This design comes from an exercise in tuning for small area, a short achievable clock period and few clock cycles on the open sky130 flow, not from production work. Function was checked by simulation only, so behaviour that the tests miss may differ from the original. No activity file was given, so power comes from the tool's default toggle rates.

Setup of build 12:
Design pcpi_systolic_mmul, start of the top module:
module pcpi_systolic_mmul #(
  parameter int N    = 3,
  parameter int DW   = 16,
  parameter int ACCW = 2*DW+$clog2(N)+1
) (
  input  logic        clk,
  input  logic        resetn,
  input  logic        pcpi_valid,
  input  logic [31:0] pcpi_insn,
  input  logic [31:0] pcpi_rs1,
  input  logic [31:0] pcpi_rs2,
  output logic        pcpi_wr,
  output logic [31:0] pcpi_rd,
  output logic        pcpi_wait,
  output logic        pcpi_ready
);
Size: roughly 4,000 cells after synthesis, roughly 1,100 flip-flops.
clock: 14.0 ns
lec_check: 0
cap_margin: 20
core_margin: 2
core_utilization: 40
cts_buf_list: sky130_fd_sc_hd__clkbuf_16
cts_cluster_diameter: 60
cts_cluster_size: 20
slew_margin: 20
standard.sh (not shown) runs the stock make flow with config.mk's settings and CLKGATE_MAP_FILE= SYNTH_SCRIPT=/design/flow/synth_recipe.tcl, a recipe that flattens the netlist after the stock synthesis.
==> flow/flow/run.sh <==
#!/bin/bash
set -euo pipefail
export SETUP_SLACK_MARGIN=9.95
export BUFFER_PORTS_ARGS="-buffer_cell sky130_fd_sc_hd__buf_4"
bash standard.sh > standard.log 2>&1
Build 12 completed; timing, DRC and antenna clean
Testbench counts of build 12, summed over its fixed seeds: cycles 19,035.
The inputs of build 19 differ from those of build 12 as listed below.
==> flow/flow/run.sh <==
#!/bin/bash
set -euo pipefail
export SETUP_SLACK_MARGIN=9.9
export BUFFER_PORTS_ARGS="-buffer_cell sky130_fd_sc_hd__buf_4"
bash standard.sh > standard.log 2>&1
Notes after the runs:
Note that the number of clock buffers inserted by TritonCTS recorded for build 12 amounts to 0.946 times the value seen in build 19. Row final design instance area without fill: build 19 lower / build 12 higher. Area used by sequential logic in the layout: build 12 vs build 19, no meaningful difference. Compared build 12 against build 19; clock insertion delay at the later pin of the skew report within noise. Build 12 → build 19: final weighted congestion in routability-driven placement did not really move, power consumption went up, number of global-route vias before repair did not really move.
Here is what was changed in the inputs of build 51 compared with build 19.
==> flow/flow/run.sh <==
#!/bin/bash
set -euo pipefail
export SETUP_SLACK_MARGIN=9.65
export BUFFER_PORTS_ARGS="-buffer_cell sky130_fd_sc_hd__buf_4"
bash standard.sh > standard.log 2>&1
## What came out
Comparing signed area change from the synthesized netlist to the final layout for build 19 and build 51, the bigger number came from build 19. Build 51 vs. build 19: largest fanout on the critical path increased by 3 relative to the old numbers; final routed wirelength across all metal layers lost about 4.6%. Against build 19 as the reference, build 51 delivers a lower power. On global-route wire length before repair: between build 19 and build 51, it ends up lower for build 51. Between build 19 and build 51, number of global-route vias before repair is lower for build 51, build 19 comes in above that. Higher clock group share of total power among build 19 and build 51: build 19.
[inputs] build 70 vs build 51
Settings: a change of CTS_CLUSTER_SIZE from 20 to 24; a change of CTS_CLUSTER_DIAMETER from 60 to 80.
==> flow/flow/run.sh <==
#!/bin/bash
set -euo pipefail
export SETUP_SLACK_MARGIN=9.8
export BUFFER_PORTS_ARGS="-buffer_cell sky130_fd_sc_hd__buf_4"
bash standard.sh > standard.log 2>&1
Results
- Build 70 gives less power consumption than build 51 did.
- Between build 51 and build 70, the total wire length is lower for build 51.
- Changes observed in build 70 relative to build 51: total vias in the final route shows an increase of 0.40%, portion of total power attributed to the clock network shows a reduction of 4.6 points.
- From build 51 to build 70 the numbers moved as follows: count of instances resized after the clock tree is built higher; critical path depth lower.

---

== run K ==
Starting RTL as in the previous note.
// pcpi_systolic_mmul
module pcpi_systolic_mmul #(
  parameter int N    = 3,
  parameter int DW   = 16,
  parameter int ACCW = 2*DW+$clog2(N)+1
) (
  input  logic        clk,
  input  logic        resetn,
  input  logic        pcpi_valid,
  input  logic [31:0] pcpi_insn,
  input  logic [31:0] pcpi_rs1,
  input  logic [31:0] pcpi_rs2,
  output logic        pcpi_wr,
  output logic [31:0] pcpi_rd,
  output logic        pcpi_wait,
  output logic        pcpi_ready
);
  localparam int NN = 9;
  localparam int PW = 33;
  logic [15:0]   a_m    [NN];
  logic [15:0]   b_m    [NN];
  logic [15:0]   thresh;
  logic [PW-1:0] cp     [NN];
  logic [PW-1:0] c_m    [NN];    
  logic [NN-1:0] c_ovf;          
  logic          c_zero;         
  function automatic logic [8:0] rot_row(input logic [8:0] x);
    rot_row = {x[7:6], x[8], x[4:3], x[5], x[1:0], x[2]};
  endfunction
  function automatic logic [8:0] rot_col(input logic [8:0] x);
    rot_col = {x[5:0], x[8:6]};
  endfunction
  logic [2:0] f3;
  logic       is_op, blocked;
  logic       f_write, f_read, f_run, f_clear, accept;
  assign f3      = pcpi_insn[14:12];
  assign is_op   = pcpi_valid && (pcpi_insn[6:0] == pcpi_mmul_pkg::OPC_CUSTOM0) && !blocked;
  assign f_write = is_op && (f3 == pcpi_mmul_pkg::F3_WRITE);
  assign f_read  = is_op && (f3 == pcpi_mmul_pkg::F3_READ);
  assign f_run   = is_op && (f3 == pcpi_mmul_pkg::F3_RUN);
  assign f_clear = is_op && (f3 == pcpi_mmul_pkg::F3_CLEAR);
  assign accept  = f_write || f_read || f_run || f_clear;
  ...
clock: 14.0 ns
lec_check: 0
cap_margin: 20
core_margin: 2
core_utilization: 40
cts_buf_list: sky130_fd_sc_hd__clkbuf_16
cts_cluster_diameter: 80
cts_cluster_size: 24
slew_margin: 20
==> flow/flow/run.sh <==
#!/bin/bash
set -euo pipefail
export SETUP_SLACK_MARGIN=9.9
export BUFFER_PORTS_ARGS="-buffer_cell sky130_fd_sc_hd__buf_4"
bash standard.sh > standard.log 2>&1
Testbench counts of run K, summed over its fixed seeds: cycles 19,035.
What run G does differently from run K at the input level:
Settings: CTS_CLUSTER_SIZE changed from 24 to 20; CTS_CLUSTER_DIAMETER changed from 80 to 60.
==> flow/flow/run.sh <==
#!/bin/bash
set -euo pipefail
export SETUP_SLACK_MARGIN=9.8
export BUFFER_PORTS_ARGS="-buffer_cell sky130_fd_sc_hd__buf_4"
bash standard.sh > standard.log 2>&1
Detail-routed via count per cell: run G vs run K down 0.036
Looking at global-route wire length before repair, run G sits about 1.2% below run K.
Clock-buffer cell count: run G vs run K up about 55%
Going from run K to run G, met2 track demand over resource in global routing shrinks by 1.2 points.
Run K → run G: iteration count of the initial detailed-routing pass decreased 1; largest fanout of any net on the critical path increased 4; minimum setup slack in the final design decreased 0.11 ns.
For the setup slack after placement, run G came in 0.11 ns higher than run K did.

[separate check: timing with driven ports]
The flow's constraints put no driver on any port. The routed layouts listed below were extracted and timed again, unchanged, in two steps. Step 1 sets driving cells, clkbuf_16 on the clock port and buf_2 on the other inputs (assumed; they add their load-dependent delay and slew). Step 2 also shifts input and output timing later by t, the mid clock arrival at the registers, as if the neighbouring blocks saw the same clock. a / b / c = ideal / step 1 / step 2; a / b = the first two.
run	t, ns	slack for setup (ns)	worst setup path at the end	worst register clock-pin slew, ns	worst data-port slew with drivers (ns)
build 12	0.786	9.926 / 9.856 / 9.199	input to register	0.09 / 0.09	0.05
build 19	0.784	9.934 / 9.863 / 9.190	input to register	0.09 / 0.09	0.05
build 51	0.778	9.684 / 9.684 / 8.983	input to register	0.09 / 0.09	0.05
build 70	0.770	9.820 / 9.829 / 9.100	input to register	0.10 / 0.10	0.05
run K	0.766	9.925 / 9.860 / 9.201	input to register	0.11 / 0.11	0.05
run G	0.789	9.812 / 9.818 / 9.072	input to register	0.09 / 0.09	0.05
After both steps setup and hold are still met in every run listed. The setup slack of build 19, which loses most, moves by -0.071 ns with the drivers and by -0.744 ns with both steps.
